Background: an optimization exercise with open tools, aiming at small area, a short achievable clock period and few clock cycles. Do not read the settings as production practice.
In this exercise RTL edits were held to simulation tests only and were not proved equivalent to the original.

==> design/flow/design.v <==
package conv_pkg;
   localparam int DATA_W      = 16;
   localparam int FRAC_W      = 8;
   localparam int ACC_W       = 48;
   localparam int KERNEL_TAPS = 9;
   localparam int TAPS_W      = KERNEL_TAPS * DATA_W;
   localparam logic signed [DATA_W-1:0] SAT_MAX = 16'sh7FFF;
   localparam logic signed [DATA_W-1:0] SAT_MIN = 16'sh8000;
endpackage
module mac9_tree #(
   parameter int DW = conv_pkg::DATA_W
) (
   input  logic                       i_clk,
   input  logic                       i_rstn,
   input  logic                       en,
   input  logic                       valid,
   input  logic                       first,
   input  logic                       last,
   input  logic signed [DW-1:0]       bias,
   input  logic [conv_pkg::KERNEL_TAPS*DW-1:0]  window,
   input  logic [conv_pkg::KERNEL_TAPS*DW-1:0]  weight,
   output logic                       sum_valid,
   output logic                       sum_first,
   output logic                       sum_last,
   output logic signed [DW-1:0]       sum_bias,
   output logic signed [2*DW+3:0]     sum
);
   localparam int PW = 2 * DW;
   localparam int SW = PW + 4;
   logic [2:0] v, f, l;
   logic signed [DW-1:0] b0, b1, b2;
   logic [conv_pkg::KERNEL_TAPS*DW-1:0] win_r, wt_r;
   logic signed [PW-1:0] prod [conv_pkg::KERNEL_TAPS];
   logic signed [SW-1:0] tree_sum, sum_r;
   always_ff @(posedge i_clk) begin
      if (!i_rstn) v <= '0;
      else if (en) v <= {v[1:0], valid};
   end
   always_ff @(posedge i_clk) begin
      if (en) begin
         f     <= {f[1:0], first};
         l     <= {l[1:0], last};
         b0    <= bias;
         b1    <= b0;
         b2    <= b1;
         win_r <= window;
         wt_r  <= weight;
         for (int k = 0; k < conv_pkg::KERNEL_TAPS; k++)
            prod[k] <= $signed(win_r[k*DW +: DW]) * $signed(wt_r[k*DW +: DW]);
         sum_r <= tree_sum;
      end
   end
   always_comb begin
      tree_sum = '0;
      for (int k = 0; k < conv_pkg::KERNEL_TAPS; k++) tree_sum = tree_sum + SW'(prod[k]);
   end
   assign sum_valid = v[2];
   assign sum_first = f[2];
   assign sum_last  = l[2];
   assign sum_bias  = b2;
   assign sum       = sum_r;
endmodule
module conv3x3_mac #(
   parameter int DATA_W = conv_pkg::DATA_W,
   parameter int FRAC_W = conv_pkg::FRAC_W,
   parameter int ACC_W  = conv_pkg::ACC_W,
   parameter bit RELU   = 1'b0
) (
   input  logic                            i_clk,
   input  logic                            i_rstn,
   input  logic [9:0]                      i_num_ci,
   input  logic                            i_valid,
   output logic                            o_ready,
   input  logic [conv_pkg::KERNEL_TAPS*DATA_W-1:0]   i_window,
   input  logic [conv_pkg::KERNEL_TAPS*DATA_W-1:0]   i_weight,
   input  logic [DATA_W-1:0]               i_bias,
   output logic                            o_valid,
   input  logic                            i_ready,
   output logic [DATA_W-1:0]               o_data
);
   logic en, accept, first, last;
   logic [9:0] ci_cnt, n_lat, n_eff;
   logic s_valid, s_first, s_last;
   logic signed [DATA_W-1:0] s_bias;
   logic signed [2*DATA_W+3:0] s_sum;
   logic signed [ACC_W-1:0] acc, acc_base, acc_next, shifted;
   logic [ACC_W-DATA_W:0] hi;
   logic ovf;
   logic [DATA_W-1:0] sat, res;
   assign en      = !(o_valid && !i_ready);
   assign o_ready = en;
   assign accept  = i_valid && en;
   assign first   = ci_cnt == 10'd0;
   assign n_eff   = first ? (i_num_ci == 10'd0 ? 10'd1 : i_num_ci) : n_lat;
   assign last    = ci_cnt == n_eff - 10'd1;
   always_ff @(posedge i_clk) begin
      if (!i_rstn) begin
         ci_cnt <= '0;
         n_lat  <= 10'd1;
      end else if (accept) begin
         ci_cnt <= last ? 10'd0 : ci_cnt + 10'd1;
         if (first) n_lat <= n_eff;
      end
   end
   mac9_tree #(.DW(DATA_W)) u_tree (
      .i_clk     (i_clk),
      .i_rstn    (i_rstn),
      .en        (en),
      .valid     (accept),
      .first     (first),
      .last      (last),
      .bias      (i_bias),
      .window    (i_window),
      .weight    (i_weight),
      .sum_valid (s_valid),
      .sum_first (s_first),
      .sum_last  (s_last),
      .sum_bias  (s_bias),
      .sum       (s_sum)
   );
   always_comb begin
      acc_base = s_first ? ACC_W'(s_bias) <<< FRAC_W : acc;
      acc_next = acc_base + ACC_W'(s_sum);
      shifted  = acc_next >>> FRAC_W;
      hi       = shifted[ACC_W-1:DATA_W-1];
      ovf      = !(&hi || ~|hi);
      sat      = ovf ? (hi[ACC_W-DATA_W] ? {1'b1, {(DATA_W-1){1'b0}}} : {1'b0, {(DATA_W-1){1'b1}}})
                     : shifted[DATA_W-1:0];
      res      = (RELU && sat[DATA_W-1]) ? '0 : sat;
   end
   always_ff @(posedge i_clk) begin
      if (!i_rstn) begin
         acc     <= '0;
         o_valid <= 1'b0;
         o_data  <= '0;
      end else if (en) begin
         o_valid <= s_valid && s_last;
         if (s_valid) acc <= s_last ? '0 : acc_next;
         if (s_valid && s_last) o_data <= res;
      end
   end
endmodule
==> design/flow/run.sh <==
#!/bin/bash
# synth_recipe.tcl (not shown) runs the flow's synth.tcl, then flattens the netlist and writes it again
# the make line also repeats each setting of config.mk as NAME=value (left out here)
make -C /OpenROAD-flow-scripts/flow DESIGN_CONFIG=/design/flow/config.mk WORK_HOME=/design/flow/orfs CLKGATE_MAP_FILE= SYNTH_SCRIPT=/design/flow/synth_recipe.tcl finish
==> design/flow/config.mk <==
export PLATFORM = sky130hd
export DESIGN_NAME = conv3x3_mac
export DESIGN_NICKNAME = conv3x3_mac
export VERILOG_FILES = /design/flow/design.v
export SDC_FILE = /design/flow/constraint.sdc
export NUM_CORES = 4
export LEC_CHECK = 0
export CAP_MARGIN = 20
export CORE_MARGIN = 2
export CORE_UTILIZATION = 40
export SLEW_MARGIN = 20
==> design/flow/constraint.sdc <==
create_clock -name core_clock -period 8.0 [get_ports {i_clk}]
set_input_delay 1.6000 -clock core_clock [delete_from_list [all_inputs] [get_ports {i_clk}]]
set_output_delay 1.6000 -clock core_clock [all_outputs]
set_load 0.01 [all_outputs]
==> results.txt <==
synthesized netlist by cell type (13+ instances only):
library cell and n:
a22oi_1 33, nor2_1 234, dfxtp_1 88, o21a_1 47, nand3_1 63, fa_1 2560, ha_1 857, xnor2_1 329
o211ai_1 16, a31o_2 17, a31oi_1 36, a211oi_1 26, o21bai_1 53, or2_2 15, mux2i_1 15, mux2_2 22
clkbuf_1 326, or3_1 22, nor3_1 84, inv_1 2845, a21boi_0 22, and2_1 935, nor2b_1 89, a21oi_1 285
o22ai_1 14, and3_1 41, a21o_1 117, xor2_1 99, nand2_1 1415, nor4_1 20, o31ai_1 15, o21ai_0 183
nand4_1 34, nand2b_1 168, edfxtp_1 666, a221o_1 13
sequential cells by signal, indices dropped and copies added, names as in the netlist:
register and flops:
ci_cnt 10, u_tree.b2 16, u_tree.sum_r 36, u_tree.v 3
u_tree.l 3, u_tree.wt_r 144, u_tree.b1 16, o_data 16
n_lat 10, acc 48, u_tree.win_r 144, u_tree.f 3
u_tree.prod 288, u_tree.b0 16, o_valid 1
cells in the final DEF, fill, tap and decap left out, types with 16 or more instances in the layout:
cell type        Yosys  final
a31o_2              17     17
clkdlybuf4s50_1      0    334
a21o_1             117    117
nand2_1           1415   1415
inv_1             2845   2845
xnor2_1            329    329
nand3_1             63     63
a211oi_1            26     26
xor2_1              99     99
o21a_1              47     47
a22oi_1             33     33
edfxtp_1           666    666
mux2_2              22     22
nor2_1             234    232
or3_1               22     22
nor2b_1             89     89
buf_4                7    174
and3_1              41     41
clkbuf_16            0    104
dfxtp_1             88     88
nand4_1             34     34
a31oi_1             36     35
fa_1              2560   2560
o211ai_1            16     16
nand2b_1           168    167
ha_1               857    856
o21ai_0            183    181
o21bai_1            53     53
nor3_1              84     83
nor4_1              20     19
a21boi_0            22     22
and2_1             935    935
a21oi_1            285    282
worst max-delay path: cells and delay by family (launching register included):
kind	cells	cell delay, ns
adder cells (fa/ha/maj)	8	3.25
AO/OA/AOI/OAI	12	2.34
XOR/XNOR	2	0.30
buffers and inverters	6	0.65
AND/OR/NAND/NOR	2	0.35
flip-flops	1	0.40
kinds of logic after synthesis:
| family | share of synthesized area [%] |
|---|---|
| flops | 17.82 |
| simple gates | 12.77 |
| xor+xnor | 3.083 |
| fa+ha+maj | 50.74 |
| compound gates | 5.390 |
| buf+inv | 9.856 |
| mux | 0.3442 |
metal layers:
| layer | wire, um | global-route usage (%) | part of all wire [%] |
|---|---|---|---|
| met5 | 59 | 0 | 0.019 |
| met4 | 10580 | 6.475 | 3.4 |
| met3 | 15790 | 2.253 | 5.0 |
| met2 | 147400 | 33.85 | 47 |
| met1 | 139300 | 29.57 | 44 |
final timing paths:
check                                                 start                          to  cells after the start
worst max-delay path            u_tree.prod[2][1]$_DFFE_PN_  u_tree.sum_r[33]$_DFFE_PN_                     30
worst min-delay path                u_tree.b0[13]$_DFFE_PN_     u_tree.b1[13]$_DFFE_PN_                      0
worst max register to register  u_tree.prod[2][1]$_DFFE_PN_  u_tree.sum_r[33]$_DFFE_PN_                     30
worst min register to register      u_tree.b0[13]$_DFFE_PN_     u_tree.b1[13]$_DFFE_PN_                      0
final cells by class:
cell class	instances	area share [%]
diodes	11	0.02054
clock buffers	115	2.002
clock inverters	65	0.5918
inverters	2845	7.968
multi-input cells	8042	65.97
flip-flops and latches	754	16.24
well taps	3978	3.714
repair buffers	511	3.503
per-stage QoR:
step                hold WS (ns)  setup slack (ns)  cell area (um^2)  util [%]
finish                    0.4103            0.3476            134000     44.19
global route              0.4264           0.03657            134000     44.19
CTS                       0.4164           0.02668            133900     44.16
detailed placement        0.4045           0.01477            130500     43.01
global placement          0.4025            0.2494            130500     43.01
floorplan                 0.4003            0.7785            122100         -
what timing repair did:
| item | 4_1_cts | 5_1_grt |
|---|---|---|
| gates cloned | 0 | 0 |
| gates resized for setup | 1 | 17 |
| pin swaps | 0 | 1 |
| setup endpoints to repair | 1 | 5 |
==> flow_summary.toml <==
[synthesis]
synth.yosys.seq_area_share_pct = 17.82
ys_seq_elements = 754
synth_top_cell_by_area = "fa_1"
ys_types = 97
async_reset_ff_share_pct = 0
synth_ff_type = "edfxtp_1"
synth.area.top_cells = "fa_1 (42%), edfxtp_1 (16%), ha_1 (8.8%)"
ys_warn_count = 3
synth_top_cell_area_share_pct = 41.96
syn_area_um2 = 122100
synthesis.nets = 15720
synth_edf_count = 666
postSynthCellCount = 11990
syn_avg_cell_area_um2 = 10.19

[critical_path]
start_kind = "flop"
crit_path_end_kind = "flop"
crit_slowest_cell = "fa_1"
crit_arrival_ns = 8.20
crit_fanout = 3
cp_slowest_stage_delay_ns = 0.50
r2r_slack_ns = 0.35
cp.required_ns = 8.55
critPathMostFrequentCell = "fa_1"
critPathKind = "flop to flop"

[sta]
setup_violations = 0
fin_crit_sh_pct = 95.65
maxSlewHeadroom_pct = 31.96
maxSlewViolCount = 0
hold_viol_final = 0
fin_crit_ns = 7.652
fin_worst_skew_ns = 0.07918
worst_pin_slew_ns = 1.012
clock.fmax_ghz = 0.1307
rsz0062_at_grt = "no"
setup_tns_ns = 0

[route]
vias = 81070
drc_errors = 0
totalWireLength_um = 313100
drt-pass1-iter-count = 5
via_per_inst = 4.967
drtIter0Drc = 5037
wl_per_cell_um = 19.19
final_antenna_net_count = 0

[clock_network]
cts_root_buf = "clkbuf_16"
clk_latency_ns = 0.88
post_cts.repair.setup_buffers = 0
cts_tree = "yes"
htree_levels = 3
clk_pin_slew_ns = 0.06
cts_buffer_depth = 4
cts_inserted_buffers = 101
cts_hold_buf = 0
cts_sinks = 754

[floorplanning]
core_um2 = 303300
ios = 336
fp.dieH_um = 556.6
dieArea_um2 = 309800
initial_core_util_pct = 40.27
die_x_um = 556.6
num_rows = 202

[global_routing]
antenna_found_initial = 19
grt_pass1_wl_um = 501000
first_global_vias = 86500
grt_max_degree = 161
grt_overflow = 0
grt_usage_pct = 20.94

[final_layout]
instances_no_fill = 16320
multi_input_area_um2 = 88410
final_nets = 15990
seqCellArea_um2 = 21760
final_layout_size_suffix_gt1_share_pct = 3.641
syn_to_final_growth_pct = 9.739
nFillCells = 29060

[place]
hpwl_um = 261600
io_buffers = 335
gp_congestion = 0.9305
place_inst = 16130

[min_path]
hp-class = "flop to flop"

[job]
max-cap-violations = 0

[outcome]
status = "no timing/DRC/antenna violations"
Testbench counts, summed over its fixed seeds: cycles 44,974.

-- port drivers added, routing unchanged --
How much do the figures lean on ideal ports? The routed layout below was timed once more, with nothing changed but the port constraints.
Step 1 assumes that a clkbuf_16 drives the clock port and a buf_2 every other input.
Step 2 adds t to the input delays and takes it off the output delays; t is the mean of the earliest and latest rising clock arrival at the registers after step 1. Input paths then give back, and output paths get back, about the clock's delay inside the block.
a / b / c = ideal / step 1 / step 2; a / b = the first two.
t (ns): 0.923
setup WS [ns]: 0.348 / 0.348 / 0.348
latest minus earliest clock arrival (ns): 0.101 / 0.100
After both steps setup and hold are still met in this run. For this run, drivers alone change the setup slack by 0.000 ns; drivers and shift together by 0.000 ns.
